Source: an optimization exercise on an open RTL-to-GDS flow (aim: small area, a short achievable clock period and few clock cycles). Production flows keep margins and buffers that such runs may drop. In this exercise RTL edits were held to simulation tests only and were not proved equivalent to the original.

==> try-lagoon <==
## rbm_top
module rbm_top (
  input  logic                   finish,
  input  logic                   rst_n,
  input  rbm_pkg::feature_beat_t in_beat,
  input  logic                   in_valid,
  output logic                   in_ready,
  output rbm_pkg::rbm_result_t   out_result,
  output logic                   out_valid,
  input  logic                   out_ready
);
  localparam logic [13:0] WRAP0 = 14'b10000100010000;
  localparam logic [13:0] WRAP1 = 14'b00100001000100;
  localparam logic [13:0] WRAP2 = 14'b10001000100001;
  localparam logic [13:0] WRAP3 = 14'b01000010001000;
  localparam logic [13:0] WRAP4 = 14'b00010000100010;
  logic [3:0]  cnt;           
  logic [1:0]  npend;         
  logic        in_xfer, inc, dec;
  logic [1:0]  npend_nx;
  assign in_xfer  = in_valid & in_ready;
  assign inc      = in_xfer & (cnt == 4'd14);
  assign dec      = out_valid & out_ready;
  assign npend_nx = npend + {1'b0, inc} - {1'b0, dec};
  always_ff @(posedge finish or negedge rst_n) begin
    if (!rst_n) begin
      cnt      <= '0;
      npend    <= '0;
      in_ready <= 1'b1;
      v0       <= 1'b0;
    end else begin
      if (in_xfer) cnt <= (cnt == 4'd14) ? 4'd0 : cnt + 4'd1;
      npend    <= npend_nx;
      in_ready <= ~npend_nx[1];
      v0       <= in_xfer;
  ...
clock: 10.0 ns
lec_check: 0
cap_margin: 75
core_margin: 2
core_utilization: 70
place_density: 0.8
slew_margin: 75
standard.sh (not shown) runs the stock make flow with config.mk's settings and CLKGATE_MAP_FILE= SYNTH_SCRIPT=/design/flow/synth_recipe.tcl, a recipe that flattens the netlist after the stock synthesis.
==> flow/flow/run.sh <==
#!/bin/bash
# The standard layout, with its timing repair aimed below the clock period:
# repair_timing keeps working until the setup slack reaches SETUP_SLACK_MARGIN.
set -euo pipefail
bash standard.sh SETUP_SLACK_MARGIN=6.6 finish > standard.log 2>&1
==> inputs of try-amber, as changes to try-lagoon <==
==> flow/flow/run.sh (replaced) <==
#!/bin/bash
# The standard layout with two changes: the port buffers are buf_4 cells,
# and timing repair keeps working until the setup slack reaches
# SETUP_SLACK_MARGIN (the clock period and constraints are unchanged).
set -euo pipefail
bash standard.sh SETUP_SLACK_MARGIN=6.7 "BUFFER_PORTS_ARGS=-buffer_cell sky130_fd_sc_hd__buf_4" finish > standard.log 2>&1
--- a/flow/config.mk
+++ b/flow/config.mk
@@ -6,7 +6,6 @@
 export NUM_CORES = 4
 export LEC_CHECK = 0
-export CAP_MARGIN = 75
+export CAP_MARGIN = 50
 export CORE_MARGIN = 2
-export CORE_UTILIZATION = 70
-export PLACE_DENSITY = 0.8
-export SLEW_MARGIN = 75
+export CORE_UTILIZATION = 55
+export SLEW_MARGIN = 50
==> inputs of try-xenon, as changes to try-lagoon <==
==> flow/flow/run.sh (replaced) <==
#!/bin/bash
# The standard layout with two changes: the port buffers are buf_4 cells,
# and timing repair keeps working until the setup slack reaches
# SETUP_SLACK_MARGIN (the clock period and constraints are unchanged).
set -euo pipefail
bash standard.sh SETUP_SLACK_MARGIN=6.7 "BUFFER_PORTS_ARGS=-buffer_cell sky130_fd_sc_hd__buf_4" finish > standard.log 2>&1
--- a/flow/config.mk
+++ b/flow/config.mk
@@ -6,7 +6,7 @@
 export NUM_CORES = 4
 export LEC_CHECK = 0
-export CAP_MARGIN = 75
+export CAP_MARGIN = 50
 export CORE_MARGIN = 2
-export CORE_UTILIZATION = 70
-export PLACE_DENSITY = 0.8
-export SLEW_MARGIN = 75
+export CORE_UTILIZATION = 55
+export CTS_BUF_LIST = sky130_fd_sc_hd__clkbuf_4 sky130_fd_sc_hd__clkbuf_8
+export SLEW_MARGIN = 50
==> run notes <==
item	try-lagoon	try-amber	try-xenon
Worst Tran Pin Value	0.381 ns	0.721 ns	0.749 ns
Worst-case hold slack	0.412 ns	0.412 ns	0.410 ns
Register fraction of the total cell area	28.0%	28.3%	28.3%
Run status	complete, no violations	complete, no violations	complete, no violations
FF-to-FF path depth	12	10	13
Well Taps	335	442	442
Routing usage on met2	53.9%	40.6%	40.1%
DRC violation total after the first TritonRoute iteration	1197	637	603
Buffer count from post-CTS setup fixing	6	3	5
Met1 global-route usage	42.2%	34.7%	34.4%
Portion of the clock cycle consumed by the worst path in the final layout	33.9%	32.3%	33.4%
Testbench counts of try-lagoon, summed over its fixed seeds: cycles 5,864.
Testbench counts of try-amber, summed over its fixed seeds: cycles 5,864.
Testbench counts of try-xenon, summed over its fixed seeds: cycles 5,864.

[separate check: timing with driven ports]
How much do the figures lean on ideal ports? The routed layouts below were timed once more, with nothing changed but the port constraints. Step 1: set_driving_cell puts a clkbuf_16 on finish and a buf_2 on each other input, an assumption about the parent block. Step 2, shift: input delay + t, output delay - t, t = (earliest + latest rising clock arrival at the registers) / 2. This alone moves slack from input paths to output paths. a / b / c = no drivers / after step 1 / after step 2; a / b = the first two.
| run | shift t [ns] | slack for setup (ns) | hold slack, ns | latest minus earliest clock arrival (ns) | worst register clock-pin slew, ns |
|---|---|---|---|---|---|
| try-lagoon | 0.573 | 6.615 / 6.565 / 6.357 | 0.412 / 0.412 / 0.412 | 0.020 / 0.020 | 0.06 / 0.06 |
| try-amber | 0.566 | 6.765 / 6.748 / 6.536 | 0.412 / 0.412 / 0.412 | 0.020 / 0.020 | 0.06 / 0.06 |
| try-xenon | 0.635 | 6.663 / 6.615 / 6.538 | 0.410 / 0.410 / 0.410 | 0.037 / 0.036 | 0.07 / 0.07 |
After both steps setup and hold are still met in every run listed. The setup slack of try-lagoon, which loses most, moves by -0.050 ns with the drivers and by -0.258 ns with both steps.
